This design comes from an exercise in tuning for small area on the open sky130 flow, not from production work. Function was checked by simulation only, so behaviour that the tests miss may differ from the original. No activity file was given, so power comes from the tool's default toggle rates.

==> inputs of run A <==
## prefetcher_top
module prefetcher_top (
	input  logic                       clk,
	input  logic                       reset,
	input  logic                       trigger_i,
	input  logic                       wait_cache_i,
	input  logic                       wait_stbuf_i,
	input  logic                       cache_ready_i,
	input  logic                       stbuf_ready_i,
	input  prefetch_pkg::word_t        cache_data_i,
	input  prefetch_pkg::word_t        stbuf_data_i,
	output logic                       cache_req_o,
	output prefetch_pkg::word_t        cache_addr_o,
	output logic                       stbuf_req_o,
	output prefetch_pkg::word_t        stbuf_addr_o,
	output prefetch_pkg::word_t        wr_addr_o,
	output prefetch_pkg::word_t        wr_data_o,
	output prefetch_pkg::slice_state_e state_o
);
	logic [2:0]  state_q;
	logic [2:0]  step_q;
	logic [31:0] caddr_q, cdata_q, sdata_q, wdata_q;
	logic        creq_q, sreq_q;
	logic [1:0]  saddr_q, waddr_q;    
	logic [31:0] ra, rb, rc, rd;
	logic stall;
	assign stall = wait_cache_i | wait_stbuf_i;
	logic st_idle, su0, su1, su2, su3, su4, rs0, rs1, rs2;
	logic in0, in1, in2, in3, in4, in5, re0, re1, re2, nr0, nr1, cd0, cd1, st_done;
	always_comb begin
		st_idle = state_q == 3'd0;
		su0 = state_q == 3'd1 && step_q == 3'd0;
		su1 = state_q == 3'd1 && step_q == 3'd1;
		su2 = state_q == 3'd1 && step_q == 3'd2;
		su3 = state_q == 3'd1 && step_q == 3'd3;
		su4 = state_q == 3'd1 && step_q == 3'd4;
		rs0 = state_q == 3'd2 && step_q == 3'd0;
		rs1 = state_q == 3'd2 && step_q == 3'd1;
		rs2 = state_q == 3'd2 && step_q == 3'd2;
		in0 = state_q == 3'd3 && step_q == 3'd0;
		in1 = state_q == 3'd3 && step_q == 3'd1;
		in2 = state_q == 3'd3 && step_q == 3'd2;
		in3 = state_q == 3'd3 && step_q == 3'd3;
		in4 = state_q == 3'd3 && step_q == 3'd4;
  ...
Settings: LEC_CHECK=0, CAP_MARGIN=20, CORE_MARGIN=2, CORE_UTILIZATION=40, SLEW_MARGIN=20; clock period 6.0 ns.
run.sh (not shown) runs the stock make flow with config.mk's settings and CLKGATE_MAP_FILE= SYNTH_SCRIPT=/design/flow/synth_recipe.tcl, a recipe that flattens the netlist after the stock synthesis.
==> run Y: changes against run A <==
--- a/flow/design.v
+++ b/flow/design.v
@@ -51,16 +51,18 @@
 );
 	logic [2:0]  state_q;
 	logic [2:0]  step_q;
 	logic [31:0] caddr_q, cdata_q, sdata_q, wdata_q;
 	logic        creq_q, sreq_q;
 	logic [1:0]  saddr_q, waddr_q;    
 	logic [31:0] ra, rb, rc, rd;
-	logic stall;
+	logic        ne_q;                
+	logic stall, go;
 	assign stall = wait_cache_i | wait_stbuf_i;
+	assign go = ~stall;
 	logic st_idle, su0, su1, su2, su3, su4, rs0, rs1, rs2;
 	logic in0, in1, in2, in3, in4, in5, re0, re1, re2, nr0, nr1, cd0, cd1, st_done;
 	always_comb begin
 		st_idle = state_q == 3'd0;
 		su0 = state_q == 3'd1 && step_q == 3'd0;
 		su1 = state_q == 3'd1 && step_q == 3'd1;
 		su2 = state_q == 3'd1 && step_q == 3'd2;
@@ -80,61 +82,70 @@
 		re2 = state_q == 3'd4 && step_q == 3'd2;
 		nr0 = state_q == 3'd5 && step_q == 3'd0;
 		nr1 = state_q == 3'd5 && step_q == 3'd1;
 		cd0 = state_q == 3'd6 && step_q == 3'd0;
 		cd1 = state_q == 3'd6 && step_q == 3'd1;
 		st_done = state_q == 3'd7;
 	end
+	logic        cmp;
 	logic [31:0] x, y, sum;
 	logic        cin, cout;
-	logic        cmp;
-	always_comb begin
-		cmp = in5 | re2 | nr1;
-		x = '0;
-		if (rs0 | rs1) x = rd;
-		if (in1)       x = ra;
-		if (in3 | in5 | re2 | nr0) x = rb;
-		if (in4 | nr1) x = rc;
-		if (re1 | cd1) x = sdata_q;
-		y = (rs0 | rs1 | in1) ? {rb[29:0], 2'b00} : '0;
-		if (cmp)       y = ~cdata_q;
-		if (rs1)       y[1:0] = 2'b11;
-		if (nr0)       y[2] = 1'b1;
-		if (cd1)       y = '1;
-		cin = rs1 | in3 | re1 | cmp;
-	end
-	logic [33:0] sum33;
-	assign sum33 = {1'b0, x, 1'b1} + {1'b0, y, cin};
-	assign sum = sum33[32:1];
-	assign cout = sum33[33];
+	assign cmp = in5 | re2 | nr1;
+	assign x = ({32{rs0 | rs1}} & rd)
+		| ({32{in1 | su3 | cd0}} & ra)
+		| ({32{in3 | in5 | re2 | nr0}} & rb)
+		| ({32{in4 | nr1}} & rc)
+		| ({32{re1 | cd1}} & sdata_q);
+	assign y = ({32{rs0 | rs1 | in1}} & {rb[29:0], 2'b00})
+		| ({32{cmp}} & ~cdata_q)
+		| ({32{cd0}} & ~wdata_q)
+		| {{29{cd1}}, nr0 | cd1, rs1 | cd1, rs1 | cd1};
+	assign cin = rs1 | in3 | re1 | cmp | cd0;
+	logic [31:0] hp, gg, pp;
+	always_comb begin
+		hp = x ^ y;
+		gg = x & y;
+		pp = hp;
+		gg[0] = gg[0] | (hp[0] & cin);
+		for (int l = 0; l < 5; l++)
+			for (int i = 0; i < 32; i++)
+				if ((i + 1) % (2 << l) == 0) begin
+					gg[i] = gg[i] | (pp[i] & gg[i - (1 << l)]);
+					pp[i] = pp[i] & pp[i - (1 << l)];
+				end
+		for (int l = 3; l >= 0; l--)
+			for (int i = 0; i < 32; i++)
+				if ((i + 1) % (2 << l) == (1 << l) && i >= (2 << l)) begin
+					gg[i] = gg[i] | (pp[i] & gg[i - (1 << l)]);
+					pp[i] = pp[i] & pp[i - (1 << l)];
+				end
+	end
+	assign sum = hp ^ {gg[30:0], cin};
+	assign cout = gg[31];
 	logic [31:0] cinc;
-	assign cinc = {cdata_q[31:3] + {28'd0, re1}, cdata_q[2:0]};
+	logic [29:0] ic;
+	always_comb begin
+		ic[0] = re1;
+		for (int i = 0; i < 29; i++) ic[i + 1] = ic[i] & cdata_q[i + 3];
+	end
+	assign cinc = {cdata_q[31:3] ^ ic[28:0], cdata_q[2:0]};
 	logic        cld;
 	logic [31:0] cla;
-	always_comb begin
-		cld = 1'b1;
-		cla = '0;
-		if (su0 | re0)     cla = 32'd29;
-		else if (su3)      cla = 32'd8;
-		else if (rs1)      cla = 32'd4;
-		else if (in3)      cla = 32'd16;
-		else if (in2)      cla = {cdata_q[29:0], 2'b10};
-		else if (su1 | su2 | re1) cla = cinc;
-		else if (rs0 | in1 | in4 | nr0) cla = sum;
-		else               cld = 1'b0;
-	end
+	assign cld = su0 | su1 | su2 | su3 | rs0 | rs1 | in1 | in2 | in3 | in4 | re0 | re1 | nr0;
+	assign cla = ({32{su1 | su2 | re1}} & cinc)
+		| ({32{rs0 | in1 | in4 | nr0}} & sum)
+		| ({32{in2}} & {cdata_q[29:0], 2'b10})
+		| {27'd0, in3 | su0 | re0, su3 | su0 | re0, rs1 | su0 | re0, 1'b0, su0 | re0};
 	logic       sld;
 	logic [1:0] sla;
-	always_comb begin
-		sld = re0 | nr0 | cd0;
-		sla = re0 ? 2'd1 : nr0 ? 2'd2 : 2'd3;
-	end
+	assign sld = re0 | nr0 | cd0;
+	assign sla = {nr0 | cd0, re0 | cd0};
 	logic cissue, sissue;
-	assign cissue = cld & ~stall;
-	assign sissue = sld & ~stall;
+	assign cissue = cld & go;
+	assign sissue = sld & go;
 	always_ff @(posedge clk) begin
 		if (reset) begin
 			creq_q <= 1'b0;
 			caddr_q <= '0;
 			cdata_q <= '0;
 		end else if (wait_cache_i) begin
 			creq_q <= 1'b0;
@@ -153,69 +164,64 @@
 			sreq_q <= 1'b0;
 			if (stbuf_ready_i) sdata_q <= stbuf_data_i;
 		end else if (sissue) begin
 			sreq_q <= 1'b1;
 			saddr_q <= sla;
 		end
 	end
+	logic [2:0] state_d, step_d;
+	always_comb begin
+		state_d = state_q;
+		step_d = step_q + 3'd1;
+		if (st_idle) begin
+			step_d = 3'd0;
+			if (trigger_i) state_d = 3'd1;
+		end
+		if (su4 | nr1 | re2 | in5 | cd1) step_d = 3'd0;
+		if (su4) state_d = 3'd2;
+		if (rs2) begin
+			state_d = 3'd3;
+			step_d = 3'd1;
+		end
+		if (in5 & cout) state_d = 3'd4;
+		if (re2) state_d = cout ? 3'd6 : 3'd5;
+		if (nr1) state_d = cout ? 3'd2 : 3'd6;
+		if (cd1) state_d = ne_q ? 3'd1 : 3'd7;
+		if (st_done) step_d = step_q;
+	end
+	logic        wen;
+	logic [31:0] wd;
+	logic [1:0]  wa;
+	assign wen = su2 | su3 | re2 | nr1 | cd1;
+	assign wd = ({32{su3 | cd1}} & sum) | ({32{re2}} & rb) | ({32{nr1}} & sdata_q);
+	assign wa = {su3 | nr1 | cd1, su2 | re2 | cd1};
 	always_ff @(posedge clk) begin
 		if (reset) begin
 			state_q <= 3'd0;
 			step_q <= 3'd0;
 			waddr_q <= 2'd0;
 			wdata_q <= '0;
-		end else if (!stall) begin
-			step_q <= step_q + 3'd1;
-			if (st_idle) begin
-				step_q <= 3'd0;
-				if (trigger_i) state_q <= 3'd1;
+		end else if (go) begin
+			state_q <= state_d;
+			step_q <= step_d;
+			if (wen) begin
+				waddr_q <= wa;
+				wdata_q <= wd;
 			end
-			if (su2) begin
-				waddr_q <= 2'd1;
-				wdata_q <= '0;
-			end
-			if (su3) begin
-				waddr_q <= 2'd2;
-				wdata_q <= ra;
-			end
-			if (su4 | nr1 | re2 | in5 | cd1) step_q <= 3'd0;
-			if (su4) state_q <= 3'd2;
-			if (rs2) begin
-				state_q <= 3'd3;
-				step_q <= 3'd1;
-			end
-			if (in5 & cout) state_q <= 3'd4;
-			if (re2) begin
-				waddr_q <= 2'd1;
-				wdata_q <= rb;
-				state_q <= cout ? 3'd6 : 3'd5;
-			end
-			if (nr1) begin
-				waddr_q <= 2'd2;
-				wdata_q <= sdata_q;
-				state_q <= cout ? 3'd2 : 3'd6;
-			end
-			if (cd1) begin
-				waddr_q <= 2'd3;
-				wdata_q <= sum;
-				state_q <= (wdata_q != ra) ? 3'd1 : 3'd7;
-			end
-			if (st_done) step_q <= step_q;
-		end
-	end
-	always_ff @(posedge clk) begin
-		if (!stall) begin
+		end
+	end
+	always_ff @(posedge clk) begin
+		if (go) begin
 			if (su2 | rs2 | re2) ra <= cdata_q;
-			if (su3 | rs1 | nr1) rb <= cdata_q;
-			if (in3) rb <= sum;
-			if (re1) rb <= sum;
-			if (rs1) rc <= sum;
-			if (in4) rc <= cdata_q;
-			if (in5 & ~cout) rc <= caddr_q;
+			if (su3 | rs1 | nr1 | in3 | re1)
+				rb <= ({32{su3 | rs1 | nr1}} & cdata_q) | ({32{in3 | re1}} & sum);
+			if (rs1 | in4 | (in5 & ~cout))
+				rc <= ({32{rs1}} & sum) | ({32{in4}} & cdata_q) | ({32{in5}} & caddr_q);
 			if (su4) rd <= cdata_q;
+			if (cd0) ne_q <= |sum;
 		end
 	end
 	assign cache_req_o = creq_q;
 	assign cache_addr_o = caddr_q;
 	assign stbuf_req_o = sreq_q;
 	assign stbuf_addr_o = {26'd0, saddr_q == 2'd3, saddr_q == 2'd1 || saddr_q == 2'd2, 1'b0, saddr_q == 2'd2, 1'b0, saddr_q != 2'd0};
 	assign wr_addr_o = {26'd0, waddr_q == 2'd3, waddr_q == 2'd1 || waddr_q == 2'd2, 1'b0, waddr_q == 2'd2, 1'b0, waddr_q != 2'd0};
==> flow/flow/run.sh (new file) <==
#!/bin/bash
# Own layout flow: the standard ORFS flow (standard synthesis, floorplan,
# power grid and tap cells unchanged) with smaller helper cells:
#  - port buffers use sky130_fd_sc_hd__buf_1 instead of clkdlybuf4s50_1,
#  - clock tree synthesis uses small clock buffers and no dummy loads,
#  - the synthesized netlist's single tie cell is kept (no per-load tie copies).
# Every tool's full output goes to flow.log in the work folder (ORFS's own
# per-step logs stay under orfs/logs).
set -euo pipefail
cd "$(dirname "$0")/.."
export BUFFER_PORTS_ARGS="-buffer_cell sky130_fd_sc_hd__buf_1"
export CTS_ARGS="-sink_clustering_enable -repair_clock_nets -dont_use_dummy_load -buf_list sky130_fd_sc_hd__clkbuf_8"
export SKIP_REPAIR_TIE_FANOUT=1
bash standard.sh finish > flow.log 2>&1
==> flow/standard.sh (new file) <==
#!/bin/bash
# synth_recipe.tcl (not shown) runs the flow's synth.tcl, then flattens the netlist and writes it again
# the make line also repeats each setting of config.mk as NAME=value (left out here)
make -C /OpenROAD-flow-scripts/flow DESIGN_CONFIG=/design/flow/config.mk WORK_HOME=/design/flow/orfs CLKGATE_MAP_FILE= SYNTH_SCRIPT=/design/flow/synth_recipe.tcl "${@:-finish}"
removed: flow/run.sh
==> run E: changes against run A <==
--- a/flow/design.v
+++ b/flow/design.v
@@ -80,50 +80,35 @@
 		re2 = state_q == 3'd4 && step_q == 3'd2;
 		nr0 = state_q == 3'd5 && step_q == 3'd0;
 		nr1 = state_q == 3'd5 && step_q == 3'd1;
 		cd0 = state_q == 3'd6 && step_q == 3'd0;
 		cd1 = state_q == 3'd6 && step_q == 3'd1;
 		st_done = state_q == 3'd7;
 	end
-	logic [31:0] x, y, sum;
-	logic        cin, cout;
-	logic        cmp;
-	always_comb begin
-		cmp = in5 | re2 | nr1;
-		x = '0;
-		if (rs0 | rs1) x = rd;
-		if (in1)       x = ra;
-		if (in3 | in5 | re2 | nr0) x = rb;
-		if (in4 | nr1) x = rc;
-		if (re1 | cd1) x = sdata_q;
-		y = (rs0 | rs1 | in1) ? {rb[29:0], 2'b00} : '0;
-		if (cmp)       y = ~cdata_q;
-		if (rs1)       y[1:0] = 2'b11;
-		if (nr0)       y[2] = 1'b1;
-		if (cd1)       y = '1;
-		cin = rs1 | in3 | re1 | cmp;
-	end
-	logic [33:0] sum33;
-	assign sum33 = {1'b0, x, 1'b1} + {1'b0, y, cin};
-	assign sum = sum33[32:1];
-	assign cout = sum33[33];
-	logic [31:0] cinc;
-	assign cinc = {cdata_q[31:3] + {28'd0, re1}, cdata_q[2:0]};
+	logic [31:0] sum_a;      
+	logic [31:0] cmp_a;
+	logic        lt;
+	assign sum_a = (rs0 ? rd : ra) + {rb[29:0], 2'b00};
+	assign cmp_a = nr1 ? rc : rb;
+	assign lt = cmp_a < cdata_q;
 	logic        cld;
 	logic [31:0] cla;
 	always_comb begin
 		cld = 1'b1;
 		cla = '0;
 		if (su0 | re0)     cla = 32'd29;
+		else if (su1 | su2) cla = cdata_q;
 		else if (su3)      cla = 32'd8;
+		else if (rs0 | in1) cla = sum_a;
 		else if (rs1)      cla = 32'd4;
+		else if (in2)      cla = {cdata_q[29:0], 2'b10};
 		else if (in3)      cla = 32'd16;
-		else if (in2)      cla = {cdata_q[29:0], 2'b10};
-		else if (su1 | su2 | re1) cla = cinc;
-		else if (rs0 | in1 | in4 | nr0) cla = sum;
+		else if (in4)      cla = rc;
+		else if (re1)      cla = cdata_q + 32'd8;
+		else if (nr0)      cla = wdata_q + 32'd4;
 		else               cld = 1'b0;
 	end
 	logic       sld;
 	logic [1:0] sla;
 	always_comb begin
 		sld = re0 | nr0 | cd0;
 		sla = re0 ? 2'd1 : nr0 ? 2'd2 : 2'd3;
@@ -179,42 +164,42 @@
 			end
 			if (su4 | nr1 | re2 | in5 | cd1) step_q <= 3'd0;
 			if (su4) state_q <= 3'd2;
 			if (rs2) begin
 				state_q <= 3'd3;
 				step_q <= 3'd1;
 			end
-			if (in5 & cout) state_q <= 3'd4;
+			if (in5 & ~lt) state_q <= 3'd4;
 			if (re2) begin
 				waddr_q <= 2'd1;
 				wdata_q <= rb;
-				state_q <= cout ? 3'd6 : 3'd5;
+				state_q <= lt ? 3'd5 : 3'd6;
 			end
 			if (nr1) begin
 				waddr_q <= 2'd2;
 				wdata_q <= sdata_q;
-				state_q <= cout ? 3'd2 : 3'd6;
+				state_q <= lt ? 3'd6 : 3'd2;
 			end
 			if (cd1) begin
 				waddr_q <= 2'd3;
-				wdata_q <= sum;
+				wdata_q <= sdata_q - 32'd1;
 				state_q <= (wdata_q != ra) ? 3'd1 : 3'd7;
 			end
 			if (st_done) step_q <= step_q;
 		end
 	end
 	always_ff @(posedge clk) begin
 		if (!stall) begin
 			if (su2 | rs2 | re2) ra <= cdata_q;
 			if (su3 | rs1 | nr1) rb <= cdata_q;
-			if (in3) rb <= sum;
-			if (re1) rb <= sum;
-			if (rs1) rc <= sum;
+			if (in4) rb <= rb + 32'd1;
+			if (re1) rb <= sdata_q + 32'd1;
+			if (rs1) rc <= caddr_q + 32'd4;
 			if (in4) rc <= cdata_q;
-			if (in5 & ~cout) rc <= caddr_q;
+			if (in5 & lt) rc <= caddr_q;
 			if (su4) rd <= cdata_q;
 		end
 	end
 	assign cache_req_o = creq_q;
 	assign cache_addr_o = caddr_q;
 	assign stbuf_req_o = sreq_q;
 	assign stbuf_addr_o = {26'd0, saddr_q == 2'd3, saddr_q == 2'd1 || saddr_q == 2'd2, 1'b0, saddr_q == 2'd2, 1'b0, saddr_q != 2'd0};
==> run notes <==
Run Y finished with timing, DRC and antenna clean. Run A passed the timing, DRC and antenna checks. Run E finished clean.
Between run A and run Y, the lower via count is in run Y (gap about 16%, measured against run Y).
Between run Y and run A, the lower clock-buffer cell count is in run A (gap 8).
Of run A and run Y, run A has the higher register-to-register slack (gap 0.27 ns).
Maximum frequency: run Y < run A < run E.
Routed wire length: run Y < run A < run E.
==> figures <==
Result of the run: run A complete, no violations; run E complete, no violations; run Y complete, no violations
Power consumption: run A 0.00425 W; run E 0.00452 W; run Y 0.00367 W
First-pass iteration count of the detailed router: run A 8; run E 10; run Y 6
Crit-path max FO: run A 24; run E 32; run Y 2
Pin count of the biggest net entering global routing: run A 65; run E 83; run Y 92
Highest attainable clock frequency: run A 177 MHz; run E 196 MHz; run Y 169 MHz
Area added between synthesis and finish: run A 17.8%; run E 14.9%; run Y 14.3%
Clock latency (worst-skew pair): run A 0.59 ns; run E 0.56 ns; run Y 0.63 ns
Endpoint required time on the critical path: run A 6.27 ns; run E 6.19 ns; run Y 6.49 ns
Highest layer used for signal routing: run A met5; run E met4; run Y met4
Post-synthesis adder-cell area fraction: run A 3.63%; run E 5.06%; run Y 8.27%
Power density over the cells: run A 224 nW/µm²; run E 203 nW/µm²; run Y 221 nW/µm²

[port drivers added, routing unchanged]
No port has a modelled driver above. Below, the same layouts with a new extraction and two added sets of constraints.
Step 1 sets driving cells, clkbuf_16 on the clock port and buf_2 on the other inputs (assumed; they add their load-dependent delay and slew).
Step 2 times the ports against the registers' clock, not the clock port: input delays grow and output delays shrink by t, the midpoint of the rising clock arrivals with the driver on.
Slacks: no drivers / after step 1 / after step 2; pairs: no drivers / after step 1.
run | t (ns) | setup slack, ns | worst setup path after step 2 | slew at the worst register clock pin (ns) | worst slew at a driven data input, ns
run A | 0.633 | 0.335 / 0.335 / 0.335 | register to register | 0.07 / 0.07 | 0.05
run Y | 0.653 | 0.069 / 0.069 / 0.069 | register to register | 0.06 / 0.06 | 0.04
run E | 0.605 | 0.906 / 0.906 / 0.906 | register to register | 0.07 / 0.07 | 0.07
After both steps setup and hold are still met in every run listed.
